Source: an optimization exercise on an open RTL-to-GDS flow (aim: small area, a short achievable clock period and few clock cycles). Production flows keep margins and buffers that such runs may drop.
In this exercise RTL edits were held to simulation tests only and were not proved equivalent to the original.

==> flow/design.v <==
`timescale 1ns / 1ps
package adv_pkg;
    localparam logic [12:0] REF_RESET = 13'd3300;
    localparam logic [9:0]  THR_RESET = 10'd100;
    localparam logic signed [41:0] D1   = -42'sd203289785351;
    localparam logic signed [41:0] D0S  = -42'sd129195078400;
endpackage
`timescale 1ns / 1ps
module adv_kr (
    input  logic        i_clk,
    input  logic [12:0] i_ref,
    output logic [28:0] o_kr
);
    logic [16:0] r_k;
    logic [4:0]  w_hi;
    logic        w_wrap;
    assign w_hi   = r_k[16:12];
    assign w_wrap = (&r_k[11:5]) && ((6'(r_k[4:0]) + 6'(w_hi)) >= 6'd32);
    assign o_kr   = {r_k, 12'd0} + 29'(r_k) + 29'(w_hi) + 29'(w_wrap) + 29'd1;
    always_ff @(posedge i_clk) begin
        r_k <= (17'(i_ref) << 3) + (17'(i_ref) << 1) + 17'(i_ref);
    end
endmodule
module adv_read (
    input  logic [16:0] i_mv,
    input  logic        i_zero,    
    input  logic [9:0]  i_thr,
    input  logic [11:0] i_off,
    output logic [16:0] o_mv
);
    logic signed [17:0] w_r;
    assign w_r = $signed({1'b0, i_mv}) + 18'($signed(i_off));
    always_comb begin
        if (i_zero || (i_mv < 17'(i_thr)) || w_r[17]) begin
            o_mv = '0;
        end else begin
            o_mv = w_r[16:0];
        end
    end
endmodule
`timescale 1ns / 1ps
module adv_mul (
    input  logic signed [29:0] i_a,
    input  logic [17:0]        i_sel,    
    input  logic               i_pa,
    input  logic               i_pb,
    input  logic [28:0]        i_k,
    output logic [41:0]        o_sa,
    output logic [41:0]        o_sb
);
    logic [5:0]  w_ng;
    logic [41:0] w_c;
    assign w_c[1] = 1'b0;
    assign w_c[2] = 1'b0;
    logic [30:0] w_pp0;
    logic [30:0] w_pp1;
    logic [30:0] w_pp2;
    logic [30:0] w_pp3;
    logic [30:0] w_pp4;
    logic [30:0] w_pp5;
    logic t1, t2, t3, t4, t5, t6, t7, t8, t9, t10, t11, t12, t13, t14, t15, t16, t17, t18, t19, t20, t21, t22, t23, t24, t25, t26, t27, t28, t29, t30, t31, t32, t33, t34, t35, t36, t37, t38, t39, t40, t41, t42, t43, t44, t45, t46, t47, t48, t49, t50, t51, t52, t53, t54, t55, t56, t57, t58, t59, t60, t61, t62, t63, t64, t65, t66, t67, t68, t69, t70, t71, t72, t73, t74, t75, t76, t77, t78, t79, t80, t81, t82, t83, t84, t85, t86, t87, t88, t89, t90, t91, t92, t93, t94, t95, t96, t97, t98, t99, t100, t101, t102, t103, t104, t105, t106, t107, t108, t109, t110, t111, t112, t113, t114, t115, t116, t117, t118, t119, t120, t121, t122, t123, t124, t125, t126, t127, t128, t129, t130, t131, t132, t133, t134, t135, t136, t137, t138, t139, t140, t141, t142, t143, t144, t145, t146, t147, t148, t149, t150, t151, t152, t153, t154, t155, t156, t157, t158, t159, t160, t161, t162, t163, t164, t165, t166, t167, t168, t169, t170, t171, t172, t173, t174, t175, t176, t177, t178, t179, t180, t181, t182, t183, t184, t185, t186, t187, t188, t189, t190, t191, t192, t193, t194, t195, t196, t197, t198, t199, t200, t201, t202, t203, t204, t205, t206, t207, t208, t209, t210, t211, t212, t213, t214, t215, t216, t217, t218, t219, t220, t221, t222, t223, t224, t225, t226, t227, t228, t229, t230, t231, t232, t233, t234, t235, t236, t237, t238, t239, t240, t241, t242, t243, t244, t245, t246, t247, t248, t249, t250, t251, t252, t253, t254, t255, t256, t257, t258, t259, t260, t261, t262, t263, t264, t265, t266, t267, t268, t269, t270, t271, t272, t273, t274, t275, t276, t277, t278, t279, t280, t281, t282, t283, t284, t285, t286, t287, t288, t289, t290, t291, t292, t293, t294, t295, t296, t297, t298, t299, t300, t301, t302, t303, t304, t305, t306, t307, t308, t309, t310, t311, t312, t313, t314, t315, t316, t317, t318, t319, t320, t321, t322, t323, t324, t325, t326, t327, t328, t329, t330, t331, t332, t333, t334, t335, t336, t337, t338, t339, t340, t341, t342, t343, t344, t345, t346, t347, t348, t349, t350, t351, t352, t353, t354, t355, t356, t357, t358, t359, t360, t361, t362, t363, t364, t365, t366, t367, t368, t369, t370, t371, t372, t373, t374, t375, t376, t377, t378;
    adv_booth u_b0 (.i_a(i_a), .i_sel(i_sel[2:0]), .o_pp(w_pp0), .o_neg(w_ng[0]));
    adv_booth u_b1 (.i_a(i_a), .i_sel(i_sel[5:3]), .o_pp(w_pp1), .o_neg(w_ng[1]));
    adv_booth u_b2 (.i_a(i_a), .i_sel(i_sel[8:6]), .o_pp(w_pp2), .o_neg(w_ng[2]));
    adv_booth u_b3 (.i_a(i_a), .i_sel(i_sel[11:9]), .o_pp(w_pp3), .o_neg(w_ng[3]));
    adv_booth u_b4 (.i_a(i_a), .i_sel(i_sel[14:12]), .o_pp(w_pp4), .o_neg(w_ng[4]));
    adv_booth u_b5 (.i_a(i_a), .i_sel(i_sel[17:15]), .o_pp(w_pp5), .o_neg(w_ng[5]));
    assign w_c[0] = i_pa ? 1'b1 : (i_pb ? 1'b0 : 1'b0);
    assign w_c[3] = i_pa ? 1'b1 : (i_pb ? 1'b0 : 1'b0);
    assign w_c[4] = i_pa ? 1'b1 : (i_pb ? 1'b0 : 1'b0);
    assign w_c[5] = i_pa ? 1'b1 : (i_pb ? 1'b0 : 1'b0);
    assign w_c[6] = i_pa ? 1'b1 : (i_pb ? 1'b0 : 1'b0);
    assign w_c[7] = i_pa ? 1'b1 : (i_pb ? 1'b0 : 1'b0);
    assign w_c[8] = i_pa ? 1'b1 : (i_pb ? 1'b1 : 1'b0);
    assign w_c[9] = i_pa ? 1'b1 : (i_pb ? 1'b0 : 1'b0);
    assign w_c[10] = i_pa ? 1'b0 : (i_pb ? 1'b1 : 1'b0);
    assign w_c[11] = i_pa ? 1'b1 : (i_pb ? 1'b1 : i_k[0]);
    assign w_c[12] = i_pa ? 1'b0 : (i_pb ? 1'b0 : i_k[1]);
    assign w_c[13] = i_pa ? 1'b0 : (i_pb ? 1'b0 : i_k[2]);
    assign w_c[14] = i_pa ? 1'b0 : (i_pb ? 1'b0 : i_k[3]);
    assign w_c[15] = i_pa ? 1'b0 : (i_pb ? 1'b1 : i_k[4]);
    assign w_c[16] = i_pa ? 1'b0 : (i_pb ? 1'b1 : i_k[5]);
    assign w_c[17] = i_pa ? 1'b0 : (i_pb ? 1'b1 : i_k[6]);
    assign w_c[18] = i_pa ? 1'b1 : (i_pb ? 1'b1 : i_k[7]);
    assign w_c[19] = i_pa ? 1'b1 : (i_pb ? 1'b1 : i_k[8]);
    assign w_c[20] = i_pa ? 1'b1 : (i_pb ? 1'b1 : i_k[9]);
    assign w_c[21] = i_pa ? 1'b1 : (i_pb ? 1'b0 : i_k[10]);
    assign w_c[22] = i_pa ? 1'b1 : (i_pb ? 1'b1 : i_k[11]);
    assign w_c[23] = i_pa ? 1'b1 : (i_pb ? 1'b0 : i_k[12]);
    assign w_c[24] = i_pa ? 1'b0 : (i_pb ? 1'b1 : i_k[13]);
    assign w_c[25] = i_pa ? 1'b1 : (i_pb ? 1'b1 : i_k[14]);
    assign w_c[26] = i_pa ? 1'b0 : (i_pb ? 1'b0 : i_k[15]);
    assign w_c[27] = i_pa ? 1'b1 : (i_pb ? 1'b1 : i_k[16]);
    assign w_c[28] = i_pa ? 1'b0 : (i_pb ? 1'b0 : i_k[17]);
    assign w_c[29] = i_pa ? 1'b1 : (i_pb ? 1'b1 : i_k[18]);
    assign w_c[30] = i_pa ? 1'b0 : (i_pb ? 1'b1 : i_k[19]);
    assign w_c[31] = i_pa ? 1'b1 : (i_pb ? 1'b1 : i_k[20]);
    assign w_c[32] = i_pa ? 1'b0 : (i_pb ? 1'b1 : i_k[21]);
    assign w_c[33] = i_pa ? 1'b0 : (i_pb ? 1'b0 : i_k[22]);
    assign w_c[34] = i_pa ? 1'b0 : (i_pb ? 1'b0 : i_k[23]);
    assign w_c[35] = i_pa ? 1'b0 : (i_pb ? 1'b0 : i_k[24]);
    assign w_c[36] = i_pa ? 1'b1 : (i_pb ? 1'b0 : i_k[25]);
    assign w_c[37] = i_pa ? 1'b0 : (i_pb ? 1'b1 : i_k[26]);
    assign w_c[38] = i_pa ? 1'b1 : (i_pb ? 1'b1 : i_k[27]);
    assign w_c[39] = i_pa ? 1'b1 : (i_pb ? 1'b1 : i_k[28]);
    assign w_c[40] = i_pa ? 1'b1 : (i_pb ? 1'b1 : 1'b0);
    assign w_c[41] = i_pa ? 1'b1 : (i_pb ? 1'b1 : 1'b0);
    assign t1 = w_pp0[8] ^ w_pp1[6];
    assign t2 = w_pp0[8] & w_pp1[6];
    assign t3 = w_pp0[9] ^ w_pp1[7];
    assign t4 = w_pp0[9] & w_pp1[7];
    assign t5 = w_pp0[10] ^ w_pp1[8] ^ w_pp2[6];
    assign t6 = (w_pp0[10] & w_pp1[8]) | (w_pp2[6] & (w_pp0[10] ^ w_pp1[8]));
    assign t7 = w_pp3[4] ^ w_pp4[2];
    assign t8 = w_pp3[4] & w_pp4[2];
    assign t9 = w_pp0[11] ^ w_pp1[9] ^ w_pp2[7];
    assign t10 = (w_pp0[11] & w_pp1[9]) | (w_pp2[7] & (w_pp0[11] ^ w_pp1[9]));
    assign t11 = w_pp3[5] ^ w_pp4[3];
    assign t12 = w_pp3[5] & w_pp4[3];
    assign t13 = w_pp0[12] ^ w_pp1[10] ^ w_pp2[8];
    assign t14 = (w_pp0[12] & w_pp1[10]) | (w_pp2[8] & (w_pp0[12] ^ w_pp1[10]));
    assign t15 = w_pp3[6] ^ w_pp4[4];
    assign t16 = w_pp3[6] & w_pp4[4];
    assign t17 = w_pp0[13] ^ w_pp1[11] ^ w_pp2[9];
    assign t18 = (w_pp0[13] & w_pp1[11]) | (w_pp2[9] & (w_pp0[13] ^ w_pp1[11]));
    assign t19 = w_pp3[7] ^ w_pp4[5];
    assign t20 = w_pp3[7] & w_pp4[5];
    assign t21 = w_pp0[14] ^ w_pp1[12] ^ w_pp2[10];
    assign t22 = (w_pp0[14] & w_pp1[12]) | (w_pp2[10] & (w_pp0[14] ^ w_pp1[12]));
    assign t23 = w_pp3[8] ^ w_pp4[6];
    assign t24 = w_pp3[8] & w_pp4[6];
    assign t25 = w_pp0[15] ^ w_pp1[13] ^ w_pp2[11];
    assign t26 = (w_pp0[15] & w_pp1[13]) | (w_pp2[11] & (w_pp0[15] ^ w_pp1[13]));
    assign t27 = w_pp3[9] ^ w_pp4[7];
    assign t28 = w_pp3[9] & w_pp4[7];
    assign t29 = w_pp0[16] ^ w_pp1[14] ^ w_pp2[12];
    assign t30 = (w_pp0[16] & w_pp1[14]) | (w_pp2[12] & (w_pp0[16] ^ w_pp1[14]));
    assign t31 = w_pp3[10] ^ w_pp4[8];
    assign t32 = w_pp3[10] & w_pp4[8];
    assign t33 = w_pp0[17] ^ w_pp1[15] ^ w_pp2[13];
    assign t34 = (w_pp0[17] & w_pp1[15]) | (w_pp2[13] & (w_pp0[17] ^ w_pp1[15]));
    assign t35 = w_pp3[11] ^ w_pp4[9];
    assign t36 = w_pp3[11] & w_pp4[9];
    assign t37 = w_pp0[18] ^ w_pp1[16] ^ w_pp2[14];
    assign t38 = (w_pp0[18] & w_pp1[16]) | (w_pp2[14] & (w_pp0[18] ^ w_pp1[16]));
    assign t39 = w_pp3[12] ^ w_pp4[10];
    assign t40 = w_pp3[12] & w_pp4[10];
    assign t41 = w_pp0[19] ^ w_pp1[17] ^ w_pp2[15];
    assign t42 = (w_pp0[19] & w_pp1[17]) | (w_pp2[15] & (w_pp0[19] ^ w_pp1[17]));
    assign t43 = w_pp3[13] ^ w_pp4[11];
    assign t44 = w_pp3[13] & w_pp4[11];
    assign t45 = w_pp0[20] ^ w_pp1[18] ^ w_pp2[16];
    assign t46 = (w_pp0[20] & w_pp1[18]) | (w_pp2[16] & (w_pp0[20] ^ w_pp1[18]));
    assign t47 = w_pp3[14] ^ w_pp4[12];
    assign t48 = w_pp3[14] & w_pp4[12];
    assign t49 = w_pp0[21] ^ w_pp1[19] ^ w_pp2[17];
    assign t50 = (w_pp0[21] & w_pp1[19]) | (w_pp2[17] & (w_pp0[21] ^ w_pp1[19]));
    assign t51 = w_pp3[15] ^ w_pp4[13];
    assign t52 = w_pp3[15] & w_pp4[13];
    assign t53 = w_pp0[22] ^ w_pp1[20] ^ w_pp2[18];
    assign t54 = (w_pp0[22] & w_pp1[20]) | (w_pp2[18] & (w_pp0[22] ^ w_pp1[20]));
    assign t55 = w_pp3[16] ^ w_pp4[14];
    assign t56 = w_pp3[16] & w_pp4[14];
    assign t57 = w_pp0[23] ^ w_pp1[21] ^ w_pp2[19];
    assign t58 = (w_pp0[23] & w_pp1[21]) | (w_pp2[19] & (w_pp0[23] ^ w_pp1[21]));
    assign t59 = w_pp3[17] ^ w_pp4[15];
    assign t60 = w_pp3[17] & w_pp4[15];
    assign t61 = w_pp0[24] ^ w_pp1[22] ^ w_pp2[20];
    assign t62 = (w_pp0[24] & w_pp1[22]) | (w_pp2[20] & (w_pp0[24] ^ w_pp1[22]));
    assign t63 = w_pp3[18] ^ w_pp4[16];
    assign t64 = w_pp3[18] & w_pp4[16];
    assign t65 = w_pp0[25] ^ w_pp1[23] ^ w_pp2[21];
    assign t66 = (w_pp0[25] & w_pp1[23]) | (w_pp2[21] & (w_pp0[25] ^ w_pp1[23]));
    assign t67 = w_pp3[19] ^ w_pp4[17];
    assign t68 = w_pp3[19] & w_pp4[17];
    assign t69 = w_pp0[26] ^ w_pp1[24] ^ w_pp2[22];
    assign t70 = (w_pp0[26] & w_pp1[24]) | (w_pp2[22] & (w_pp0[26] ^ w_pp1[24]));
    assign t71 = w_pp3[20] ^ w_pp4[18];
    assign t72 = w_pp3[20] & w_pp4[18];
    assign t73 = w_pp0[27] ^ w_pp1[25] ^ w_pp2[23];
    assign t74 = (w_pp0[27] & w_pp1[25]) | (w_pp2[23] & (w_pp0[27] ^ w_pp1[25]));
    assign t75 = w_pp3[21] ^ w_pp4[19];
    assign t76 = w_pp3[21] & w_pp4[19];
    assign t77 = w_pp0[28] ^ w_pp1[26] ^ w_pp2[24];
    assign t78 = (w_pp0[28] & w_pp1[26]) | (w_pp2[24] & (w_pp0[28] ^ w_pp1[26]));
    assign t79 = w_pp3[22] ^ w_pp4[20];
    assign t80 = w_pp3[22] & w_pp4[20];
    assign t81 = w_pp0[29] ^ w_pp1[27] ^ w_pp2[25];
    assign t82 = (w_pp0[29] & w_pp1[27]) | (w_pp2[25] & (w_pp0[29] ^ w_pp1[27]));
    assign t83 = w_pp3[23] ^ w_pp4[21];
    assign t84 = w_pp3[23] & w_pp4[21];
    assign t85 = ~w_pp0[30] ^ w_pp1[28] ^ w_pp2[26];
    assign t86 = (~w_pp0[30] & w_pp1[28]) | (w_pp2[26] & (~w_pp0[30] ^ w_pp1[28]));
    assign t87 = w_pp3[24] ^ w_pp4[22] ^ w_pp5[20];
    assign t88 = (w_pp3[24] & w_pp4[22]) | (w_pp5[20] & (w_pp3[24] ^ w_pp4[22]));
    assign t89 = w_pp1[29] ^ w_pp2[27] ^ w_pp3[25];
    assign t90 = (w_pp1[29] & w_pp2[27]) | (w_pp3[25] & (w_pp1[29] ^ w_pp2[27]));
    assign t91 = w_pp4[23] ^ w_pp5[21];
    assign t92 = w_pp4[23] & w_pp5[21];
    assign t93 = ~w_pp1[30] ^ w_pp2[28] ^ w_pp3[26];
    assign t94 = (~w_pp1[30] & w_pp2[28]) | (w_pp3[26] & (~w_pp1[30] ^ w_pp2[28]));
    assign t95 = w_pp2[29] ^ w_pp3[27];
    assign t96 = w_pp2[29] & w_pp3[27];
    assign t97 = w_pp0[4] ^ w_pp1[2];
    assign t98 = w_pp0[4] & w_pp1[2];
    assign t99 = w_pp0[5] ^ w_pp1[3];
    assign t100 = w_pp0[5] & w_pp1[3];
    assign t101 = w_pp0[6] ^ w_pp1[4] ^ w_pp2[2];
    assign t102 = (w_pp0[6] & w_pp1[4]) | (w_pp2[2] & (w_pp0[6] ^ w_pp1[4]));
    assign t103 = w_pp3[0] ^ w_ng[3];
    assign t104 = w_pp3[0] & w_ng[3];
    assign t105 = w_pp0[7] ^ w_pp1[5] ^ w_pp2[3];
    assign t106 = (w_pp0[7] & w_pp1[5]) | (w_pp2[3] & (w_pp0[7] ^ w_pp1[5]));
    assign t107 = w_pp3[1] ^ w_c[7];
    assign t108 = w_pp3[1] & w_c[7];
    assign t109 = t1 ^ w_pp2[4] ^ w_pp3[2];
    assign t110 = (t1 & w_pp2[4]) | (w_pp3[2] & (t1 ^ w_pp2[4]));
    assign t111 = w_pp4[0] ^ w_ng[4] ^ w_c[8];
    assign t112 = (w_pp4[0] & w_ng[4]) | (w_c[8] & (w_pp4[0] ^ w_ng[4]));
    assign t113 = t2 ^ t3 ^ w_pp2[5];
    assign t114 = (t2 & t3) | (w_pp2[5] & (t2 ^ t3));
    assign t115 = w_pp3[3] ^ w_pp4[1] ^ w_c[9];
    assign t116 = (w_pp3[3] & w_pp4[1]) | (w_c[9] & (w_pp3[3] ^ w_pp4[1]));
    assign t117 = t4 ^ t5 ^ t7;
    assign t118 = (t4 & t5) | (t7 & (t4 ^ t5));
    assign t119 = w_pp5[0] ^ w_ng[5] ^ w_c[10];
    assign t120 = (w_pp5[0] & w_ng[5]) | (w_c[10] & (w_pp5[0] ^ w_ng[5]));
    assign t121 = t6 ^ t8 ^ t9;
    assign t122 = (t6 & t8) | (t9 & (t6 ^ t8));
    assign t123 = t11 ^ w_pp5[1] ^ w_c[11];
    assign t124 = (t11 & w_pp5[1]) | (w_c[11] & (t11 ^ w_pp5[1]));
    assign t125 = t10 ^ t12 ^ t13;
    assign t126 = (t10 & t12) | (t13 & (t10 ^ t12));
    assign t127 = t15 ^ w_pp5[2] ^ w_c[12];
    assign t128 = (t15 & w_pp5[2]) | (w_c[12] & (t15 ^ w_pp5[2]));
    assign t129 = t14 ^ t16 ^ t17;
    assign t130 = (t14 & t16) | (t17 & (t14 ^ t16));
    assign t131 = t19 ^ w_pp5[3] ^ w_c[13];
    assign t132 = (t19 & w_pp5[3]) | (w_c[13] & (t19 ^ w_pp5[3]));
    assign t133 = t18 ^ t20 ^ t21;
    assign t134 = (t18 & t20) | (t21 & (t18 ^ t20));
    assign t135 = t23 ^ w_pp5[4] ^ w_c[14];
    assign t136 = (t23 & w_pp5[4]) | (w_c[14] & (t23 ^ w_pp5[4]));
    assign t137 = t22 ^ t24 ^ t25;
    assign t138 = (t22 & t24) | (t25 & (t22 ^ t24));
    assign t139 = t27 ^ w_pp5[5] ^ w_c[15];
    assign t140 = (t27 & w_pp5[5]) | (w_c[15] & (t27 ^ w_pp5[5]));
    assign t141 = t26 ^ t28 ^ t29;
    assign t142 = (t26 & t28) | (t29 & (t26 ^ t28));
    assign t143 = t31 ^ w_pp5[6] ^ w_c[16];
    assign t144 = (t31 & w_pp5[6]) | (w_c[16] & (t31 ^ w_pp5[6]));
    assign t145 = t30 ^ t32 ^ t33;
    assign t146 = (t30 & t32) | (t33 & (t30 ^ t32));
    assign t147 = t35 ^ w_pp5[7] ^ w_c[17];
    assign t148 = (t35 & w_pp5[7]) | (w_c[17] & (t35 ^ w_pp5[7]));
    assign t149 = t34 ^ t36 ^ t37;
    assign t150 = (t34 & t36) | (t37 & (t34 ^ t36));
    assign t151 = t39 ^ w_pp5[8] ^ w_c[18];
    assign t152 = (t39 & w_pp5[8]) | (w_c[18] & (t39 ^ w_pp5[8]));
    assign t153 = t38 ^ t40 ^ t41;
    assign t154 = (t38 & t40) | (t41 & (t38 ^ t40));
    assign t155 = t43 ^ w_pp5[9] ^ w_c[19];
    assign t156 = (t43 & w_pp5[9]) | (w_c[19] & (t43 ^ w_pp5[9]));
    assign t157 = t42 ^ t44 ^ t45;
    assign t158 = (t42 & t44) | (t45 & (t42 ^ t44));
    assign t159 = t47 ^ w_pp5[10] ^ w_c[20];
    assign t160 = (t47 & w_pp5[10]) | (w_c[20] & (t47 ^ w_pp5[10]));
    assign t161 = t46 ^ t48 ^ t49;
    assign t162 = (t46 & t48) | (t49 & (t46 ^ t48));
    assign t163 = t51 ^ w_pp5[11] ^ w_c[21];
    assign t164 = (t51 & w_pp5[11]) | (w_c[21] & (t51 ^ w_pp5[11]));
    assign t165 = t50 ^ t52 ^ t53;
    assign t166 = (t50 & t52) | (t53 & (t50 ^ t52));
    assign t167 = t55 ^ w_pp5[12] ^ w_c[22];
    assign t168 = (t55 & w_pp5[12]) | (w_c[22] & (t55 ^ w_pp5[12]));
    assign t169 = t54 ^ t56 ^ t57;
    assign t170 = (t54 & t56) | (t57 & (t54 ^ t56));
    assign t171 = t59 ^ w_pp5[13] ^ w_c[23];
    assign t172 = (t59 & w_pp5[13]) | (w_c[23] & (t59 ^ w_pp5[13]));
    assign t173 = t58 ^ t60 ^ t61;
    assign t174 = (t58 & t60) | (t61 & (t58 ^ t60));
    assign t175 = t63 ^ w_pp5[14] ^ w_c[24];
    assign t176 = (t63 & w_pp5[14]) | (w_c[24] & (t63 ^ w_pp5[14]));
    assign t177 = t62 ^ t64 ^ t65;
    assign t178 = (t62 & t64) | (t65 & (t62 ^ t64));
    assign t179 = t67 ^ w_pp5[15] ^ w_c[25];
    assign t180 = (t67 & w_pp5[15]) | (w_c[25] & (t67 ^ w_pp5[15]));
    assign t181 = t66 ^ t68 ^ t69;
    assign t182 = (t66 & t68) | (t69 & (t66 ^ t68));
    assign t183 = t71 ^ w_pp5[16] ^ w_c[26];
    assign t184 = (t71 & w_pp5[16]) | (w_c[26] & (t71 ^ w_pp5[16]));
    assign t185 = t70 ^ t72 ^ t73;
    assign t186 = (t70 & t72) | (t73 & (t70 ^ t72));
    assign t187 = t75 ^ w_pp5[17] ^ w_c[27];
    assign t188 = (t75 & w_pp5[17]) | (w_c[27] & (t75 ^ w_pp5[17]));
    assign t189 = t74 ^ t76 ^ t77;
    assign t190 = (t74 & t76) | (t77 & (t74 ^ t76));
    assign t191 = t79 ^ w_pp5[18] ^ w_c[28];
    assign t192 = (t79 & w_pp5[18]) | (w_c[28] & (t79 ^ w_pp5[18]));
    assign t193 = t78 ^ t80 ^ t81;
    assign t194 = (t78 & t80) | (t81 & (t78 ^ t80));
    assign t195 = t83 ^ w_pp5[19] ^ w_c[29];
    assign t196 = (t83 & w_pp5[19]) | (w_c[29] & (t83 ^ w_pp5[19]));
    assign t197 = t82 ^ t84 ^ t85;
    assign t198 = (t82 & t84) | (t85 & (t82 ^ t84));
    assign t199 = t87 ^ w_c[30] ^ 1'b1;
    assign t200 = (t87 & w_c[30]) | (1'b1 & (t87 ^ w_c[30]));
    assign t201 = t86 ^ t88 ^ t89;
    assign t202 = (t86 & t88) | (t89 & (t86 ^ t88));
    assign t203 = t91 ^ w_c[31] ^ 1'b1;
    assign t204 = (t91 & w_c[31]) | (1'b1 & (t91 ^ w_c[31]));
    assign t205 = t90 ^ t92 ^ t93;
    assign t206 = (t90 & t92) | (t93 & (t90 ^ t92));
    assign t207 = w_pp4[24] ^ w_pp5[22] ^ w_c[32];
    assign t208 = (w_pp4[24] & w_pp5[22]) | (w_c[32] & (w_pp4[24] ^ w_pp5[22]));
    assign t209 = t94 ^ t95 ^ w_pp4[25];
    assign t210 = (t94 & t95) | (w_pp4[25] & (t94 ^ t95));
    assign t211 = w_pp5[23] ^ w_c[33] ^ 1'b1;
    assign t212 = (w_pp5[23] & w_c[33]) | (1'b1 & (w_pp5[23] ^ w_c[33]));
    assign t213 = t96 ^ ~w_pp2[30] ^ w_pp3[28];
    assign t214 = (t96 & ~w_pp2[30]) | (w_pp3[28] & (t96 ^ ~w_pp2[30]));
    assign t215 = w_pp4[26] ^ w_pp5[24] ^ w_c[34];
    assign t216 = (w_pp4[26] & w_pp5[24]) | (w_c[34] & (w_pp4[26] ^ w_pp5[24]));
    assign t217 = w_pp3[29] ^ w_pp4[27] ^ w_pp5[25];
    assign t218 = (w_pp3[29] & w_pp4[27]) | (w_pp5[25] & (w_pp3[29] ^ w_pp4[27]));
    assign t219 = w_c[35] ^ 1'b1;
    assign t220 = w_c[35] & 1'b1;
    assign t221 = ~w_pp3[30] ^ w_pp4[28] ^ w_pp5[26];
    assign t222 = (~w_pp3[30] & w_pp4[28]) | (w_pp5[26] & (~w_pp3[30] ^ w_pp4[28]));
    assign t223 = w_pp4[29] ^ w_pp5[27];
    assign t224 = w_pp4[29] & w_pp5[27];
    assign t225 = t97 ^ w_pp2[0];
    assign t226 = t97 & w_pp2[0];
    assign t227 = t98 ^ t99 ^ w_pp2[1];
    assign t228 = (t98 & t99) | (w_pp2[1] & (t98 ^ t99));
    assign t229 = t100 ^ t101 ^ t103;
    assign t230 = (t100 & t101) | (t103 & (t100 ^ t101));
    assign t231 = t102 ^ t104 ^ t105;
    assign t232 = (t102 & t104) | (t105 & (t102 ^ t104));
    assign t233 = t106 ^ t108 ^ t109;
    assign t234 = (t106 & t108) | (t109 & (t106 ^ t108));
    assign t235 = t110 ^ t112 ^ t113;
    assign t236 = (t110 & t112) | (t113 & (t110 ^ t112));
    assign t237 = t114 ^ t116 ^ t117;
    assign t238 = (t114 & t116) | (t117 & (t114 ^ t116));
    assign t239 = t118 ^ t120 ^ t121;
    assign t240 = (t118 & t120) | (t121 & (t118 ^ t120));
    assign t241 = t122 ^ t124 ^ t125;
    assign t242 = (t122 & t124) | (t125 & (t122 ^ t124));
    assign t243 = t126 ^ t128 ^ t129;
    assign t244 = (t126 & t128) | (t129 & (t126 ^ t128));
    assign t245 = t130 ^ t132 ^ t133;
    assign t246 = (t130 & t132) | (t133 & (t130 ^ t132));
    assign t247 = t134 ^ t136 ^ t137;
    assign t248 = (t134 & t136) | (t137 & (t134 ^ t136));
    assign t249 = t138 ^ t140 ^ t141;
    assign t250 = (t138 & t140) | (t141 & (t138 ^ t140));
    assign t251 = t142 ^ t144 ^ t145;
    assign t252 = (t142 & t144) | (t145 & (t142 ^ t144));
    assign t253 = t146 ^ t148 ^ t149;
    assign t254 = (t146 & t148) | (t149 & (t146 ^ t148));
    assign t255 = t150 ^ t152 ^ t153;
    assign t256 = (t150 & t152) | (t153 & (t150 ^ t152));
    assign t257 = t154 ^ t156 ^ t157;
    assign t258 = (t154 & t156) | (t157 & (t154 ^ t156));
    assign t259 = t158 ^ t160 ^ t161;
    assign t260 = (t158 & t160) | (t161 & (t158 ^ t160));
    assign t261 = t162 ^ t164 ^ t165;
    assign t262 = (t162 & t164) | (t165 & (t162 ^ t164));
    assign t263 = t166 ^ t168 ^ t169;
    assign t264 = (t166 & t168) | (t169 & (t166 ^ t168));
    assign t265 = t170 ^ t172 ^ t173;
    assign t266 = (t170 & t172) | (t173 & (t170 ^ t172));
    assign t267 = t174 ^ t176 ^ t177;
    assign t268 = (t174 & t176) | (t177 & (t174 ^ t176));
    assign t269 = t178 ^ t180 ^ t181;
    assign t270 = (t178 & t180) | (t181 & (t178 ^ t180));
    assign t271 = t182 ^ t184 ^ t185;
    assign t272 = (t182 & t184) | (t185 & (t182 ^ t184));
    assign t273 = t186 ^ t188 ^ t189;
    assign t274 = (t186 & t188) | (t189 & (t186 ^ t188));
    assign t275 = t190 ^ t192 ^ t193;
    assign t276 = (t190 & t192) | (t193 & (t190 ^ t192));
    assign t277 = t194 ^ t196 ^ t197;
    assign t278 = (t194 & t196) | (t197 & (t194 ^ t196));
    assign t279 = t198 ^ t200 ^ t201;
    assign t280 = (t198 & t200) | (t201 & (t198 ^ t200));
    assign t281 = t202 ^ t204 ^ t205;
    assign t282 = (t202 & t204) | (t205 & (t202 ^ t204));
    assign t283 = t206 ^ t208 ^ t209;
    assign t284 = (t206 & t208) | (t209 & (t206 ^ t208));
    assign t285 = t210 ^ t212 ^ t213;
    assign t286 = (t210 & t212) | (t213 & (t210 ^ t212));
    assign t287 = t214 ^ t216 ^ t217;
    assign t288 = (t214 & t216) | (t217 & (t214 ^ t216));
    assign t289 = t218 ^ t220 ^ t221;
    assign t290 = (t218 & t220) | (t221 & (t218 ^ t220));
    assign t291 = t222 ^ t223 ^ w_c[37];
    assign t292 = (t222 & t223) | (w_c[37] & (t222 ^ t223));
    assign t293 = t224 ^ ~w_pp4[30] ^ w_pp5[28];
    assign t294 = (t224 & ~w_pp4[30]) | (w_pp5[28] & (t224 ^ ~w_pp4[30]));
    assign t295 = w_pp5[29] ^ w_c[39];
    assign t296 = w_pp5[29] & w_c[39];
    assign t297 = w_pp0[0] ^ w_ng[0];
    assign t298 = w_pp0[0] & w_ng[0];
    assign t299 = w_pp0[2] ^ w_pp1[0];
    assign t300 = w_pp0[2] & w_pp1[0];
    assign t301 = w_pp0[3] ^ w_pp1[1] ^ w_c[3];
    assign t302 = (w_pp0[3] & w_pp1[1]) | (w_c[3] & (w_pp0[3] ^ w_pp1[1]));
    assign t303 = t225 ^ w_ng[2] ^ w_c[4];
    assign t304 = (t225 & w_ng[2]) | (w_c[4] & (t225 ^ w_ng[2]));
    assign t305 = t226 ^ t227 ^ w_c[5];
    assign t306 = (t226 & t227) | (w_c[5] & (t226 ^ t227));
    assign t307 = t228 ^ t229 ^ w_c[6];
    assign t308 = (t228 & t229) | (w_c[6] & (t228 ^ t229));
    assign t309 = t230 ^ t231 ^ t107;
    assign t310 = (t230 & t231) | (t107 & (t230 ^ t231));
    assign t311 = t232 ^ t233 ^ t111;
    assign t312 = (t232 & t233) | (t111 & (t232 ^ t233));
    assign t313 = t234 ^ t235 ^ t115;
    assign t314 = (t234 & t235) | (t115 & (t234 ^ t235));
    assign t315 = t236 ^ t237 ^ t119;
    assign t316 = (t236 & t237) | (t119 & (t236 ^ t237));
    assign t317 = t238 ^ t239 ^ t123;
    assign t318 = (t238 & t239) | (t123 & (t238 ^ t239));
    assign t319 = t240 ^ t241 ^ t127;
    assign t320 = (t240 & t241) | (t127 & (t240 ^ t241));
    assign t321 = t242 ^ t243 ^ t131;
    assign t322 = (t242 & t243) | (t131 & (t242 ^ t243));
    assign t323 = t244 ^ t245 ^ t135;
    assign t324 = (t244 & t245) | (t135 & (t244 ^ t245));
    assign t325 = t246 ^ t247 ^ t139;
    assign t326 = (t246 & t247) | (t139 & (t246 ^ t247));
    assign t327 = t248 ^ t249 ^ t143;
    assign t328 = (t248 & t249) | (t143 & (t248 ^ t249));
    assign t329 = t250 ^ t251 ^ t147;
    assign t330 = (t250 & t251) | (t147 & (t250 ^ t251));
    assign t331 = t252 ^ t253 ^ t151;
    assign t332 = (t252 & t253) | (t151 & (t252 ^ t253));
    assign t333 = t254 ^ t255 ^ t155;
    assign t334 = (t254 & t255) | (t155 & (t254 ^ t255));
    assign t335 = t256 ^ t257 ^ t159;
    assign t336 = (t256 & t257) | (t159 & (t256 ^ t257));
    assign t337 = t258 ^ t259 ^ t163;
    assign t338 = (t258 & t259) | (t163 & (t258 ^ t259));
    assign t339 = t260 ^ t261 ^ t167;
    assign t340 = (t260 & t261) | (t167 & (t260 ^ t261));
    assign t341 = t262 ^ t263 ^ t171;
    assign t342 = (t262 & t263) | (t171 & (t262 ^ t263));
    assign t343 = t264 ^ t265 ^ t175;
    assign t344 = (t264 & t265) | (t175 & (t264 ^ t265));
    assign t345 = t266 ^ t267 ^ t179;
    assign t346 = (t266 & t267) | (t179 & (t266 ^ t267));
    assign t347 = t268 ^ t269 ^ t183;
    assign t348 = (t268 & t269) | (t183 & (t268 ^ t269));
    assign t349 = t270 ^ t271 ^ t187;
    assign t350 = (t270 & t271) | (t187 & (t270 ^ t271));
    assign t351 = t272 ^ t273 ^ t191;
    assign t352 = (t272 & t273) | (t191 & (t272 ^ t273));
    assign t353 = t274 ^ t275 ^ t195;
    assign t354 = (t274 & t275) | (t195 & (t274 ^ t275));
    assign t355 = t276 ^ t277 ^ t199;
    assign t356 = (t276 & t277) | (t199 & (t276 ^ t277));
    assign t357 = t278 ^ t279 ^ t203;
    assign t358 = (t278 & t279) | (t203 & (t278 ^ t279));
    assign t359 = t280 ^ t281 ^ t207;
    assign t360 = (t280 & t281) | (t207 & (t280 ^ t281));
    assign t361 = t282 ^ t283 ^ t211;
    assign t362 = (t282 & t283) | (t211 & (t282 ^ t283));
    assign t363 = t284 ^ t285 ^ t215;
    assign t364 = (t284 & t285) | (t215 & (t284 ^ t285));
    assign t365 = t286 ^ t287 ^ t219;
    assign t366 = (t286 & t287) | (t219 & (t286 ^ t287));
    assign t367 = t288 ^ t289 ^ w_c[36];
    assign t368 = (t288 & t289) | (w_c[36] & (t288 ^ t289));
    assign t369 = t290 ^ t291 ^ 1'b1;
    assign t370 = (t290 & t291) | (1'b1 & (t290 ^ t291));
    assign t371 = t292 ^ t293 ^ w_c[38];
    assign t372 = (t292 & t293) | (w_c[38] & (t292 ^ t293));
    assign t373 = t294 ^ t295 ^ 1'b1;
    assign t374 = (t294 & t295) | (1'b1 & (t294 ^ t295));
    assign t375 = t296 ^ ~w_pp5[30] ^ w_c[40];
    assign t376 = (t296 & ~w_pp5[30]) | (w_c[40] & (t296 ^ ~w_pp5[30]));
    assign t377 = w_c[41] ^ 1'b1;
    assign t378 = w_c[41] & 1'b1;
    assign o_sa = {t376, t374, t372, t370, t368, t366, t364, t362, t360, t358, t356, t354, t352, t350, t348, t346, t344, t342, t340, t338, t336, t334, t332, t330, t328, t326, t324, t322, t320, t318, t316, t314, t312, t310, t308, t306, t304, t302, t300, t299, t298, t297};
    assign o_sb = {t377, t375, t373, t371, t369, t367, t365, t363, t361, t359, t357, t355, t353, t351, t349, t347, t345, t343, t341, t339, t337, t335, t333, t331, t329, t327, t325, t323, t321, t319, t317, t315, t313, t311, t309, t307, t305, t303, t301, w_ng[1], w_pp0[1], w_c[0]};
endmodule
module adv_booth (
    input  logic [29:0] i_a,
    input  logic [2:0]  i_sel,    
    output logic [30:0] o_pp,
    output logic        o_neg
);
    logic one, two;
    assign one   = i_sel[2];
    assign two   = i_sel[1];
    assign o_neg = i_sel[0];
    assign o_pp  = (({31{one}} & {i_a[29], i_a}) | ({31{two}} & {i_a, 1'b0})) ^ {31{o_neg}};
endmodule
module adv_s3t (
    input  logic [11:0] i_x,
    output logic [27:0] o_t
);
    logic [27:0] w_r0, w_r1, w_r2;
    assign w_r0[0] = 1'(16'haaaa >> i_x[3:0]);
    assign w_r0[1] = 1'(16'hcccc >> i_x[3:0]);
    assign w_r0[2] = 1'(16'ha5a5 >> i_x[3:0]);
    assign w_r0[3] = 1'(16'hc936 >> i_x[3:0]);
    assign w_r0[4] = 1'(16'h5b6d >> i_x[3:0]);
    assign w_r0[5] = 1'(16'h9249 >> i_x[3:0]);
    assign w_r0[6] = 1'(16'h1c71 >> i_x[3:0]);
    assign w_r0[7] = 1'(16'hb52b >> i_x[3:0]);
    assign w_r0[8] = 1'(16'h264d >> i_x[3:0]);
    assign w_r0[9] = 1'(16'h92db >> i_x[3:0]);
    assign w_r0[10] = 1'(16'h2492 >> i_x[3:0]);
    assign w_r0[11] = 1'(16'hc71c >> i_x[3:0]);
    assign w_r0[12] = 1'(16'hf81f >> i_x[3:0]);
    assign w_r0[13] = 1'(16'h001f >> i_x[3:0]);
    assign w_r0[14] = 1'(16'haab5 >> i_x[3:0]);
    assign w_r0[15] = 1'(16'hccd9 >> i_x[3:0]);
    assign w_r0[16] = 1'(16'hf0e1 >> i_x[3:0]);
    assign w_r0[17] = 1'(16'h00fe >> i_x[3:0]);
    assign w_r0[18] = 1'(16'h00ff >> i_x[3:0]);
    assign w_r0[19] = 1'(16'hff00 >> i_x[3:0]);
    assign w_r0[20] = 1'b0;
    assign w_r0[21] = 1'b0;
    assign w_r0[22] = 1'b0;
    assign w_r0[23] = 1'b0;
    assign w_r0[24] = 1'b0;
    assign w_r0[25] = 1'b0;
    assign w_r0[26] = 1'b1;
    assign w_r0[27] = 1'b0;
    assign w_r1[0] = 1'b0;
    assign w_r1[1] = 1'b0;
    assign w_r1[2] = 1'b0;
    assign w_r1[3] = 1'b0;
    assign w_r1[4] = 1'(16'haaaa >> i_x[7:4]);
    assign w_r1[5] = 1'(16'hcccc >> i_x[7:4]);
    assign w_r1[6] = 1'(16'h5a5a >> i_x[7:4]);
    assign w_r1[7] = 1'(16'h936c >> i_x[7:4]);
    assign w_r1[8] = 1'(16'hb6da >> i_x[7:4]);
    assign w_r1[9] = 1'(16'hdb6c >> i_x[7:4]);
    assign w_r1[10] = 1'(16'h1c70 >> i_x[7:4]);
    assign w_r1[11] = 1'(16'hb52a >> i_x[7:4]);
    assign w_r1[12] = 1'(16'h264c >> i_x[7:4]);
    assign w_r1[13] = 1'(16'h92da >> i_x[7:4]);
    assign w_r1[14] = 1'(16'hdb6c >> i_x[7:4]);
    assign w_r1[15] = 1'(16'h1c70 >> i_x[7:4]);
    assign w_r1[16] = 1'(16'h1f80 >> i_x[7:4]);
    assign w_r1[17] = 1'(16'he000 >> i_x[7:4]);
    assign w_r1[18] = 1'(16'haaaa >> i_x[7:4]);
    assign w_r1[19] = 1'(16'hcccc >> i_x[7:4]);
    assign w_r1[20] = 1'(16'hf0f0 >> i_x[7:4]);
    assign w_r1[21] = 1'(16'hff00 >> i_x[7:4]);
    assign w_r1[22] = 1'b0;
    assign w_r1[23] = 1'b0;
    assign w_r1[24] = 1'b0;
    assign w_r1[25] = 1'b0;
    assign w_r1[26] = 1'b0;
    assign w_r1[27] = 1'b0;
    assign w_r2[0] = 1'b0;
    assign w_r2[1] = 1'b0;
    assign w_r2[2] = 1'b0;
    assign w_r2[3] = 1'b0;
    assign w_r2[4] = 1'b0;
    assign w_r2[5] = 1'b0;
    assign w_r2[6] = 1'b0;
    assign w_r2[7] = 1'b0;
    assign w_r2[8] = 1'(16'haaaa >> i_x[11:8]);
    assign w_r2[9] = 1'(16'hcccc >> i_x[11:8]);
    assign w_r2[10] = 1'(16'h5a5a >> i_x[11:8]);
    assign w_r2[11] = 1'(16'h936c >> i_x[11:8]);
    assign w_r2[12] = 1'(16'hb6da >> i_x[11:8]);
    assign w_r2[13] = 1'(16'hdb6c >> i_x[11:8]);
    assign w_r2[14] = 1'(16'h1c70 >> i_x[11:8]);
    assign w_r2[15] = 1'(16'hb52a >> i_x[11:8]);
    assign w_r2[16] = 1'(16'h264c >> i_x[11:8]);
    assign w_r2[17] = 1'(16'h92da >> i_x[11:8]);
    assign w_r2[18] = 1'(16'hdb6c >> i_x[11:8]);
    assign w_r2[19] = 1'(16'h1c70 >> i_x[11:8]);
    assign w_r2[20] = 1'(16'h1f80 >> i_x[11:8]);
    assign w_r2[21] = 1'(16'he000 >> i_x[11:8]);
    assign w_r2[22] = 1'(16'haaaa >> i_x[11:8]);
    assign w_r2[23] = 1'(16'hcccc >> i_x[11:8]);
    assign w_r2[24] = 1'(16'hf0f0 >> i_x[11:8]);
    assign w_r2[25] = 1'(16'hff00 >> i_x[11:8]);
    assign w_r2[26] = 1'b0;
    assign w_r2[27] = 1'b0;
    assign o_t = w_r0 + w_r1 + w_r2;
endmodule
`timescale 1ns / 1ps
module adv_benc (
    input  logic [11:0] i_u,
    output logic [17:0] o_sel
);
    logic [12:0] w_b;
    assign w_b = {i_u, 1'b0};
    for (genvar i = 0; i < 6; i++) begin : g_dig
        logic b0, b1, b2;
        assign b0 = w_b[2*i];
        assign b1 = w_b[2*i+1];
        assign b2 = w_b[2*i+2];
        assign o_sel[3*i+2] = b0 ^ b1;
        assign o_sel[3*i+1] = (b2 & ~b1 & ~b0) | (~b2 & b1 & b0);
        assign o_sel[3*i]   = b2;
    end
endmodule
`timescale 1ns / 1ps
module adc_divider_voltage_averager_core (
    input  logic        i_clk,
    input  logic        i_rst_n,
    input  logic        i_in_valid,
    output logic        o_in_ready,
    input  logic [15:0] i_in_data,    
    output logic        o_out_valid,
    input  logic        i_out_ready,
    output logic [23:0] o_out_data,   
    input  logic        i_cfg_we,
    input  logic [1:0]  i_cfg_idx,
    input  logic [12:0] i_cfg_data
);
    localparam logic [1:0] OP_NONE = 2'd0;
    localparam logic [1:0] OP_A    = 2'd1;    
    localparam logic [1:0] OP_B    = 2'd2;    
    localparam logic [1:0] OP_J    = 2'd3;    
    logic        r_filter;
    logic [12:0] r_ref;
    logic [11:0] r_off;
    logic [9:0]  r_thr;
    always_ff @(posedge i_clk) begin
        if (!i_rst_n) begin
            r_filter <= 1'b0;
            r_ref    <= adv_pkg::REF_RESET;
            r_off    <= '0;
            r_thr    <= adv_pkg::THR_RESET;
        end else if (i_cfg_we) begin
            case (i_cfg_idx)
                2'd0:    r_filter <= i_cfg_data[0];
                2'd1:    r_ref    <= i_cfg_data;
                2'd2:    r_off    <= i_cfg_data[11:0];
                default: r_thr    <= i_cfg_data[9:0];
            endcase
        end
    end
    logic [28:0] w_kr;
    adv_kr u_kr (
        .i_clk (i_clk),
        .i_ref (r_ref),
        .o_kr  (w_kr)
    );
    logic        r_ready;
    logic        w_take;
    logic [3:0]  r_cnt;
    logic [11:0] r_xx;
    logic        r_xv, r_xf;
    logic        w_xon, w_xfirst, w_xlast;
    logic [3:0]  r_wch, r_wch2;
    assign w_take   = i_in_valid & r_ready;
    assign w_xon    = r_xv & r_xf;
    assign w_xfirst = (r_cnt == 4'd1);
    assign w_xlast  = (r_cnt == 4'd0);
    always_ff @(posedge i_clk) begin
        r_xx <= i_in_data[15:4];
        r_xf <= r_filter;
        if (!i_rst_n) begin
            r_xv  <= 1'b0;
            r_cnt <= '0;
        end else begin
            r_xv <= w_take;
            if (w_take) r_cnt <= r_cnt + 4'd1;
        end
        if (w_take && (r_cnt == 4'd0)) r_wch <= i_in_data[3:0];
        if (r_xv && w_xlast)  r_wch2 <= r_wch;
    end
    localparam logic [17:0] NEG_DIGITS = 18'b001_001_001_001_001_001;
    logic [1:0]         r_m1op, r_csop;
    logic signed [29:0] r_a;
    logic [17:0]        r_sel, r_sel2, w_sel_x, w_sel_j;
    logic               r_m1first, r_m1last, r_csfirst, r_cslast;
    logic [41:0]        w_sa, w_sb, r_csa, r_csb, w_p;
    logic               r_jpend;
    logic [11:0]        r_jp;
    logic               w_vdone;
    logic               w_csa_op, w_jwant, w_job_go;
    logic [11:0]        w_mu;
    logic [27:0]        w_t;
    assign w_csa_op = (r_csop == OP_A);
    assign w_jwant  = w_vdone || r_jpend;
    assign w_job_go = w_jwant && !w_csa_op && !w_xon;
    adv_s3t u_s3t (
        .i_x (r_xx),
        .o_t (w_t)
    );
    adv_benc u_enc_x (
        .i_u   ({~r_xx[11], r_xx[10:0]}),
        .o_sel (w_sel_x)
    );
    adv_benc u_enc_j (
        .i_u   (r_jpend ? r_jp : w_mu),    
        .o_sel (w_sel_j)
    );
    adv_mul u_mul (
        .i_a   (r_a),
        .i_sel (r_sel),
        .i_pa  (r_m1op == OP_A),
        .i_pb  (r_m1op == OP_B),
        .i_k   (r_a[28:0]),    
        .o_sa  (w_sa),
        .o_sb  (w_sb)
    );
    assign w_p = r_csa + r_csb;
    always_ff @(posedge i_clk) begin
        if (!i_rst_n) begin
            r_m1op <= OP_NONE;
            r_csop <= OP_NONE;
        end else begin
            if (w_csa_op) begin
                r_m1op <= OP_B;
            end else if (w_xon) begin
                r_m1op <= OP_A;
            end else if (w_job_go) begin
                r_m1op <= OP_J;
            end else begin
                r_m1op <= OP_NONE;
            end
            r_csop <= r_m1op;
        end
        r_sel2 <= r_sel;
        if (w_csa_op) begin
            r_a       <= w_p[39:10];
            r_sel     <= r_sel2 ^ NEG_DIGITS;
            r_m1first <= r_csfirst;
            r_m1last  <= r_cslast;
        end else if (w_xon) begin
            r_a       <= 30'(w_t);
            r_sel     <= w_sel_x ^ NEG_DIGITS;
            r_m1first <= w_xfirst;
            r_m1last  <= w_xlast;
        end else begin
            r_a       <= 30'(w_kr);
            r_sel     <= w_sel_j;
            r_m1first <= w_xfirst;
            r_m1last  <= w_xlast;
        end
        r_csa     <= w_sa;
        r_csb     <= w_sb;
        r_csfirst <= r_m1first;
        r_cslast  <= r_m1last;
    end
    logic               r_vv, r_vfirst, r_vlast;
    logic signed [19:0] r_vval;
    logic signed [22:0] r_acc, w_acc;
    assign w_vdone = r_vv && r_vlast;
    assign w_acc   = (r_vfirst ? 23'sd0 : r_acc) + 23'(r_vval);
    always_ff @(posedge i_clk) begin
        if (!i_rst_n) begin
            r_vv <= 1'b0;
        end else begin
            r_vv <= (r_csop == OP_B) || (r_xv && !r_xf);
        end
        if (r_csop == OP_B) begin
            r_vval   <= w_p[41:22];
            r_vfirst <= r_csfirst;
            r_vlast  <= r_cslast;
        end else begin
            r_vval   <= 20'(r_xx);
            r_vfirst <= w_xfirst;
            r_vlast  <= w_xlast;
        end
        if (r_vv) begin
            r_acc <= w_acc;
        end
    end
    logic        r_ov;
    logic [16:0] r_omv;
    logic [3:0]  r_och;
    logic        r_jzf;
    logic [3:0]  r_jch;
    logic        r_jqv;
    logic [16:0] r_jq;
    logic [16:0] w_mv;
    assign w_mu = w_acc[22] ? 12'h800 : {~w_acc[15], w_acc[14:4]};
    always_ff @(posedge i_clk) begin
        if (!i_rst_n) begin
            r_jpend <= 1'b0;
            r_jqv   <= 1'b0;
        end else begin
            r_jpend <= w_jwant && !w_job_go;
            r_jqv   <= (r_csop == OP_J);
        end
        if (w_vdone) begin
            r_jp  <= w_mu;
            r_jzf <= w_acc[22] && (r_ref != '0);
            r_jch <= r_wch2;
        end
        r_jq <= w_p[40:24];
    end
    adv_read u_read (
        .i_mv   (r_jq),
        .i_zero (r_jzf),
        .i_thr  (r_thr),
        .i_off  (r_off),
        .o_mv   (w_mv)
    );
    always_ff @(posedge i_clk) begin
        if (!i_rst_n) begin
            r_ov <= 1'b0;
        end else if (r_jqv) begin
            r_ov <= 1'b1;
        end else if (i_out_ready) begin
            r_ov <= 1'b0;
        end
        if (r_jqv) begin
            r_omv <= w_mv;
            r_och <= r_jch;
        end
    end
    assign o_out_valid = r_ov;
    assign o_out_data  = {3'b000, r_omv, r_och};
    logic       r_pend;
    logic       w_pend_n;
    logic [3:0] w_cnt_n;
    logic       w_ton, r_ton1, r_ton2, r_ton3;
    logic       w_jwant_n, w_block;
    assign w_ton     = w_take & r_filter;
    assign w_cnt_n   = w_take ? r_cnt + 4'd1 : r_cnt;
    assign w_pend_n  = (w_take && (r_cnt == 4'd15)) || (r_pend && !(r_ov && i_out_ready));
    assign w_jwant_n = (w_jwant && !w_job_go)
                     || ((r_csop == OP_B) ? r_cslast : (r_xv && !r_xf && w_xlast));
    assign w_block = (r_filter && r_ton1)                              
                   || (!r_filter && (w_ton || r_ton1 || r_ton2 || r_ton3))  
                   || (r_filter && w_jwant_n && (w_ton || r_ton2))      
                   || ((w_cnt_n == 4'd15) && w_pend_n);                
    always_ff @(posedge i_clk) begin
        if (!i_rst_n) begin
            r_pend  <= 1'b0;
            r_ready <= 1'b0;
            r_ton1  <= 1'b0;
            r_ton2  <= 1'b0;
            r_ton3  <= 1'b0;
        end else begin
            r_pend  <= w_pend_n;
            r_ready <= !w_block;
            r_ton1  <= w_ton;
            r_ton2  <= r_ton1;
            r_ton3  <= r_ton2;
        end
    end
    assign o_in_ready = r_ready;
endmodule
==> flow/run.sh <==
#!/bin/bash
# synth_recipe.tcl (not shown) runs the flow's synth.tcl, then flattens the netlist and writes it again
# the make line also repeats each setting of config.mk as NAME=value (left out here)
make -C /OpenROAD-flow-scripts/flow DESIGN_CONFIG=/design/flow/config.mk WORK_HOME=/design/flow/orfs CLKGATE_MAP_FILE= SYNTH_SCRIPT=/design/flow/synth_recipe.tcl finish
==> flow/config.mk <==
export PLATFORM = sky130hd
export DESIGN_NAME = adc_divider_voltage_averager_core
export DESIGN_NICKNAME = adc_divider_voltage_averager_core
export VERILOG_FILES = /design/flow/design.v
export SDC_FILE = /design/flow/constraint.sdc
export NUM_CORES = 4
export LEC_CHECK = 0
export ABC_AREA = 1
export CAP_MARGIN = 20
export CORE_MARGIN = 2
export CORE_UTILIZATION = 40
export SLEW_MARGIN = 20
==> flow/constraint.sdc <==
create_clock -name core_clock -period 12.0 [get_ports {i_clk}]
set_input_delay 2.4000 -clock core_clock [delete_from_list [all_inputs] [get_ports {i_clk}]]
set_output_delay 2.4000 -clock core_clock [all_outputs]
set_load 0.01 [all_outputs]
==> qor.yml, run 1 <==
clock_tree:
  tritoncts_num_sinks: 345
  cts_hold_repair.buffers: 0
  post_cts_resize_count: 0
  cts-root-to-sink-buffers: 3
  cts_tree: "built"
  cts_root_buf: "clkbuf_16"
  worst_skew_pair.late_latency_ns: 0.60
  post-cts-setup-buffer-count: 0
  h-tree-depth: 2
  path_clk_slew_ns: 0.06
  cts-buffers-inserted: 41
route:
  final_antenna_net_count: 0
  detailroute.via_count: 22760
  drtIter0Drc: 2061
  drt_first_pass_iters: 5
  wirelength_per_cell_microns: 19.39
  routed_wire_length_mm: 82.74
  avgViaCountPerCell: 5.335
  drc_viols: 0
sta:
  totalNegativeSetupSlack_ns: 0
  period_needed_ns: 4.229
  timing.max_slew.rel_slack_pct: 31.49
  final-hold-violation-count: 0
  max_freq_mhz: 236.5
  unrepaired_setup_endpoints_after_global_routing: "false"
  fin_skew_ns: 0.02859
  setup_violations: 0
  worst_margin_pin_slew_ns: 1.026
  timing.final.crit_share_pct: 35.24
  report.final.slew_viol_count: 0
floorplan:
  die-height_microns: 263.7
  design.core.area_sq_um: 66920
  die_outline_area_sq_um: 69540
  initial_utilization_pct: 40.32
  die_x_microns: 263.7
  fp-row-count: 95
  top_level_ports: 62
worst_hold_path:
  hold-path-cell-count: 0
  hp-class: "reg2reg"
  hold_end: "r_csfirst"
  worst_hold_startpoint: "r_m1first"
worst_setup_path:
  critical_path.max_fanout: 11
  r2r-end: "r_a[23]"
  crit_arrival_ns: 4.71
  worst-setup-path-type: "reg2reg"
  cp-end-kind: "flip-flop"
  setup.reg_to_reg.worst_slack_ns: 7.77
  worstSetupStartpointType: "flip-flop"
  required_ns: 12.48
  worstRegToRegCells: 17
  worstReg2RegStart: "r_xx[9]"
logic_synthesis:
  dominant_register_cell_in_the_synthesized_netlist: "dfxtp_1"
  synth_enable_flop_cells: 69
  netlist_instances: 3369
  synth.lib_cells_used.distinct: 67
  postSynthRegisterBits: 345
  synth_area_per_inst_sq_um: 8.008
  syn-cell-area_sq_um: 26980
  synth-async-reset-ratio_pct: 0
  synth-seq-area-share_pct: 28.16
  ys_warnings: 3
run_status:
  status: "timing/DRC/antenna clean"
global_route:
  antenna_found_initial: 6
  maximum_number_of_pins_on_one_net_before_global_route_repair: 59
  grt_pass1_vias: 21930
  final_global_route_overflow_total: 0
  global_route_wire_length_before_repair_mm: 127.9
  globalRouteTotalUtil_pct: 23.56
cells_and_area:
  area_growth_syn_to_layout_pct: 9.845
  n_fill_cell: 6686
  final_nets: 3773
  fraction_of_the_core_area_covered_by_cells_at_the_end_of_the_flow_pct: 44.29
  layout-drive-gt1-share_pct: 5.926
placed_design:
  detailed_placement_hpwl_mm: 64.21
  routabilityCongestion: 0.9599
  port_buffers: 58
job:
  number_of_maximum_capacitance_constraint_violations: 0
## per-layer routing
metal | GRT usage [%] | vias up | wire, microns
met2 | 36.20 | 863 | 35960
met5 | 0 | - | 12
met1 | 32.76 | 10770 | 36960
met4 | 9.575 | 2 | 3312
met3 | 4.148 | 150 | 6496
li1 | - | 10970 | -
## synth_stat cells (all sizes together) (2+ instances only)
cell type / number / area, sq um
xnor2: 21 / 191.4
and2: 10 / 62.56
nand2: 578 / 2240
ha: 201 / 2515
xor2: 239 / 2116
or2: 20 / 125.1
a211oi: 3 / 22.52
buf: 33 / 177.7
a22oi: 4 / 30.03
clkbuf: 103 / 420.4
o22ai: 178 / 1114
and3: 3 / 18.77
a221oi: 2 / 17.52
nand4: 14 / 87.58
nand3: 118 / 645.6
nand3b: 6 / 45.04
nor4: 14 / 117.6
o21bai: 12 / 93.84
o21a: 9 / 67.56
nor3: 25 / 135.1
o21ai: 190 / 962.2
o211ai: 16 / 130.1
edfxtp: 69 / 2072
inv: 492 / 1847
clkinv: 8 / 30.03
fa: 177 / 3543
nor2: 278 / 1111
dfxtp: 276 / 5525
a21boi: 14 / 112.6
a21o: 10 / 75.07
a31oi: 21 / 131.4
a32oi: 2 / 17.52
o31ai: 4 / 30.03
a21oi: 209 / 1061
o221ai: 3 / 26.28
## final cells by class
cell class	count	area [sq um]	area share, %
inverters	500	1877	6.333
multi-input cells	2390	16930	57.11
repair buffers	81	753.2	2.542
clock inverters	22	259.0	0.8739
diodes	1	2.502	0.008444
clock buffers	54	1126	3.800
flip-flops and latches	345	7601	25.65
well taps	873	1092	3.686
## critical path, cell delays in order, from the launching register on
cell and delay [ns]:
dfxtp_1 0.61, inv_1 0.27, ha_1 0.30, or2_2 0.33, nand2_1 0.09, o21ai_0 0.14
fa_1 0.57, inv_1 0.04, ha_1 0.47, nand2_1 0.09, nor2_1 0.15, nand4_1 0.08
o21ai_0 0.41, a21oi_1 0.16, o21ai_0 0.17, o21ai_0 0.11, nand2_1 0.07, nand2_1 0.05
## per-stage QoR
stage / setup slack (ns) / hold slack [ns] / instance area (sq um) / std cells
6_report: 7.771 / 0.3273 / 29640 / 4266
5_1_grt: 7.476 / 0.3348 / 29630 / 4265
4_1_cts: 7.888 / 0.3275 / 29630 / 4265
3_5_place_dp: 7.769 / 0.3153 / 28250 / 4189
3_3_place_gp: 7.741 / 0.3103 / 28250 / 4189
2_1_floorplan: 8.541 / 0.3096 / 26990 / 3371
## cell families after synthesis
family / count (synthesis) / synth area share [%]
compound gates: 682 / 14.61
xor+xnor: 260 / 8.552
buf+inv: 636 / 9.173
other cells: 1 / 0.01390
flops: 345 / 28.16
fa+ha+maj: 378 / 22.46
simple gates: 1067 / 17.04
## worst max-delay path by stage
| stage | cells past startpoint | start | to | slack, ns |
|---|---|---|---|---|
| floorplan | 18 | r_xx[9] | r_a[23] | 8.54 |
| detailed placement | 6 | i_cfg_idx[1] | r_off[1] | 7.77 |
| global route | 17 | r_xx[9] | r_a[22] | 7.48 |
| finish | 17 | r_xx[9] | r_a[23] | 7.77 |
| global placement | 6 | i_cfg_idx[1] | r_off[1] | 7.74 |
| CTS | 17 | r_xx[9] | r_a[23] | 7.89 |
## state kept, by name, summed over array words and instances (netlist names), 10 cells and up
register / count
r_xx: 12
r_sel: 18
r_csa: 42
r_jp: 12
r_csb: 42
r_vval: 20
r_a: 30
r_thr: 10
u_kr.r_k: 17
r_sel2: 17
r_off: 12
r_ref: 13
r_acc: 23
r_omv: 17
r_jq: 17
## cells in the final DEF (no fill, tap or decap), drive strengths merged, types with 2 or more instances in the layout
master / instances
nand2: 578
inv: 497
nor2: 278
dfxtp: 276
xor2: 239
a21oi: 209
ha: 201
o21ai: 190
o22ai: 178
fa: 177
nand3: 118
edfxtp: 69
clkdlybuf4s50: 58
clkbuf: 54
nor3: 25
buf: 23
clkinv: 22
a31oi: 21
xnor2: 21
or2: 20
o211ai: 16
nand4: 14
nor4: 14
a21boi: 14
o21bai: 12
and2: 10
a21o: 10
o21a: 9
nand3b: 6
o31ai: 4
a22oi: 4
and3: 3
o221ai: 3
a211oi: 3
conb: 3
a32oi: 2
a221oi: 2
bufinv: 2
Testbench counts, summed over its fixed seeds: cycles 3,480.
==> inputs of run 2 (changes only) <==
--- a/flow/design.v
+++ b/flow/design.v
@@ -652,7 +652,7 @@
     logic        r_ready;
     logic        w_take;
     logic [3:0]  r_cnt;
-    logic [11:0] r_xx;
+    logic [11:0] r_xx, r_xl;
     logic        r_xv, r_xf;
     logic        w_xon, w_xfirst, w_xlast;
     logic [3:0]  r_wch, r_wch2;
@@ -662,6 +662,7 @@
     assign w_xlast  = (r_cnt == 4'd0);
     always_ff @(posedge i_clk) begin
         r_xx <= i_in_data[15:4];
+        r_xl <= i_in_data[15:4] & {12{r_filter}};
         r_xf <= r_filter;
         if (!i_rst_n) begin
             r_xv  <= 1'b0;
@@ -689,7 +690,7 @@
     assign w_jwant  = w_vdone || r_jpend;
     assign w_job_go = w_jwant && !w_csa_op && !w_xon;
     adv_s3t u_s3t (
-        .i_x (r_xx),
+        .i_x (r_xl),
         .o_t (w_t)
     );
     adv_benc u_enc_x (
==> qor.yml, run 2 <==
global_route:
  globalRouteTotalUtil_pct: 23.61
  grt_pass1_vias: 22700
  met2_usage_pct: 37.19
  antenna_found_initial: 2
  final_global_route_overflow_total: 0
  global_route_wire_length_before_repair_mm: 129.9
  grt_util_met1_pct: 33.65
  grt_util_met3_pct: 2.852
  top_usage_layer: "met2"
  maximum_number_of_pins_on_one_net_before_global_route_repair: 54
clock_tree:
  post_cts_resize_count: 0
  worst_skew_pair.late_latency_ns: 0.58
  h-tree-depth: 2
  cts_tree: "built"
  path_clk_slew_ns: 0.06
  post-cts-setup-buffer-count: 0
  cts_hold_repair.buffers: 0
  cts-root-to-sink-buffers: 3
  tritoncts_num_sinks: 357
  cts-buffers-inserted: 39
  cts_root_buf: "clkbuf_16"
worst_setup_path:
  setup.reg_to_reg.worst_slack_ns: 8.03
  worstSetupStartpointType: "flip-flop"
  worstRegToRegCells: 10
  crit_arrival_ns: 4.42
  max_stage_delay_ns: 0.58
  cp-end-kind: "flip-flop"
  critical_path.n_buffers_inverters: 5
  critical_path.most_common_cell: "fa_1"
  critical-path-slowest-cell: "fa_1"
  critPathTopFamily: "adder cells"
  critical_path.max_fanout: 29
  crit_chain: "buf_4 -> clkinv_1 -> xor2_1 -> fa_1 -> fa_1 -> inv_1 -> fa_1 -> inv_1 -> fa_1 -> inv_1"
  required_ns: 12.45
  r2r-end: "r_csb[33]"
  worstReg2RegStart: "r_sel[9]"
  worst-setup-path-type: "reg2reg"
worst_hold_path:
  hold-path-cell-count: 0
  worst_hold_startpoint: "r_m1first"
  hp-class: "reg2reg"
  hold_end: "r_csfirst"
route:
  avgViaCountPerCell: 5.313
  drtIter0Drc: 2131
  final_antenna_net_count: 0
  routed_wire_length_mm: 82.53
  drc_viols: 0
  detailroute.via_count: 23040
  wirelength_per_cell_microns: 19.03
  drt_first_pass_iters: 5
floorplan:
  design.core.area_sq_um: 67280
  die_outline_area_sq_um: 70140
  die_x_microns: 264.8
  initial_utilization_pct: 40.45
  top_level_ports: 62
  fp-row-count: 95
  die-height_microns: 264.8
logic_synthesis:
  postSynthRegisterBits: 357
  synth.lib_cells_used.distinct: 58
  synth_area_per_inst_sq_um: 7.900
  syn-cell-area_sq_um: 27220
  synth_enable_flop_cells: 69
  synth_commonest_cells: "580 x nand2_1, 517 x inv_1, 288 x dfxtp_1"
  ys_warnings: 3
  post_synth_main_area_contributors: "dfxtp_1 21%, fa_1 13%, ha_1 9.2%, nand2_1 8.0%, edfxtp_1 7.6%"
  netlist_instances: 3445
  synth-seq-area-share_pct: 28.80
  synth-async-reset-ratio_pct: 0
  yosys.cell_count.top_type: "nand2_1"
  netlist.top_cell.by_area: "dfxtp_1"
  synth.top_cell.area_share_pct: 21.18
  dominant_register_cell_in_the_synthesized_netlist: "dfxtp_1"
cells_and_area:
  registers_with_the_most_flip_flops: "r_csa (42), r_csb (42), r_a (30)"
  final_nets: 3848
  layout_commonest_cell: "nand2_1"
  area_growth_syn_to_layout_pct: 9.742
  n_fill_cell: 6774
  fraction_of_the_core_area_covered_by_cells_at_the_end_of_the_flow_pct: 44.39
  layout-drive-gt1-share_pct: 4.015
  final_cell_mix: "579 x nand2_1, 517 x inv_1, 284 x dfxtp_1"
job:
  number_of_maximum_capacitance_constraint_violations: 0
placed_design:
  detailed_placement_hpwl_mm: 63.47
  port_buffers: 58
  routabilityCongestion: 0.9723
sta:
  worst_margin_pin_slew_ns: 1.126
  timing.max_slew.rel_slack_pct: 24.81
  totalNegativeSetupSlack_ns: 0
  timing.final.crit_share_pct: 33.07
  report.final.slew_viol_count: 0
  fin_skew_ns: 0.04399
  max_freq_mhz: 252.0
  setup_violations: 0
  period_needed_ns: 3.968
  final-hold-violation-count: 0
  unrepaired_setup_endpoints_after_global_routing: "false"
run_status:
  status: "timing/DRC/antenna clean"
-- run 2: how the worst max path moves through the flow --
stage	from	endpoint	slack [ns]	cells past startpoint
floorplan	r_sel[0]	r_csb[10]	8.48	9
global placement	i_rst_n	r_thr[6]	6.80	4
detailed placement	i_cfg_idx[0]	r_ref[1]	7.16	6
CTS	i_cfg_idx[0]	r_ref[1]	7.74	6
global route	r_xl[5]	r_a[15]	7.68	18
finish	r_sel[9]	r_csb[33]	8.03	10
-- run 2: cell type report --
| type | count | area (sq um) | share of cell area (%) |
|---|---|---|---|
| multi-input combinational | 2428 | 16880 | 56.51 |
| sequential | 357 | 7843 | 26.26 |
| inverter | 526 | 1974 | 6.611 |
| clock buffer | 55 | 1129 | 3.779 |
| tap | 873 | 1092 | 3.657 |
| timing repair buffer | 82 | 755.7 | 2.530 |
| clock inverter | 14 | 193.9 | 0.6493 |
| antenna | 1 | 2.502 | 0.008378 |
-- run 2: metrics by stage --
stage	instances	worst slack [ns]	cell area [sq um]	hold WS, ns
after global routing	4336	7.678	29870	0.3305
after floorplan	3447	8.481	27220	0.3096
after global placement	4266	6.803	28540	0.3105
after CTS	4335	7.742	29860	0.3294
after detailed placement	4266	7.157	28530	0.3175
final	4336	8.032	29870	0.3282
-- run 2: layer usage --
metal	routed length (microns)	up-vias
li1	-	11200
met1	38240	10970
met2	36420	738
met3	5505	129
met4	2351	2
met5	13	-
-- run 2: logic make-up after synthesis --
logic type                 count (synthesis)  share of synthesized area (%)
AOI/OAI and AO/OA                        679                          14.28
xor gates and xnor gates                 257                          8.270
adders and majority gates                378                          22.26
buffers and inverters                    662                          9.282
DFF                                      357                          28.80
other                                      1                        0.01378
and+or+nand+nor                         1111                          17.09
Testbench counts of run 2, summed over its fixed seeds: cycles 3,480.

## afterwards: timing with drivers on the ports
Ports are ideal in the flow. The routed layouts listed here were re-timed in OpenROAD. Step 1 (the two cells are an assumption about what drives the block):
set clk [get_ports {i_clk}]
set_driving_cell -lib_cell sky130_fd_sc_hd__clkbuf_16 $clk
set_driving_cell -lib_cell sky130_fd_sc_hd__buf_2 [delete_from_list [all_inputs] $clk]
Step 2 also shifts input and output timing later by t, the mid clock arrival at the registers, as if the neighbouring blocks saw the same clock. Three values: no drivers, after step 1, after step 2; two values: the first two.
run	t, ns	setup slack, ns	hold slack, ns	latest minus earliest clock arrival (ns)	slew at the worst register clock pin (ns)
run 1	0.637	7.771 / 7.771 / 7.709	0.327 / 0.327 / 0.327	0.029 / 0.029	0.07 / 0.07
run 2	0.617	8.032 / 8.032 / 7.564	0.328 / 0.328 / 0.328	0.045 / 0.045	0.08 / 0.08
After both steps setup and hold are still met in every run listed. For run 2, which loses most, drivers alone change the setup slack by 0.000 ns; drivers and shift together by -0.468 ns.
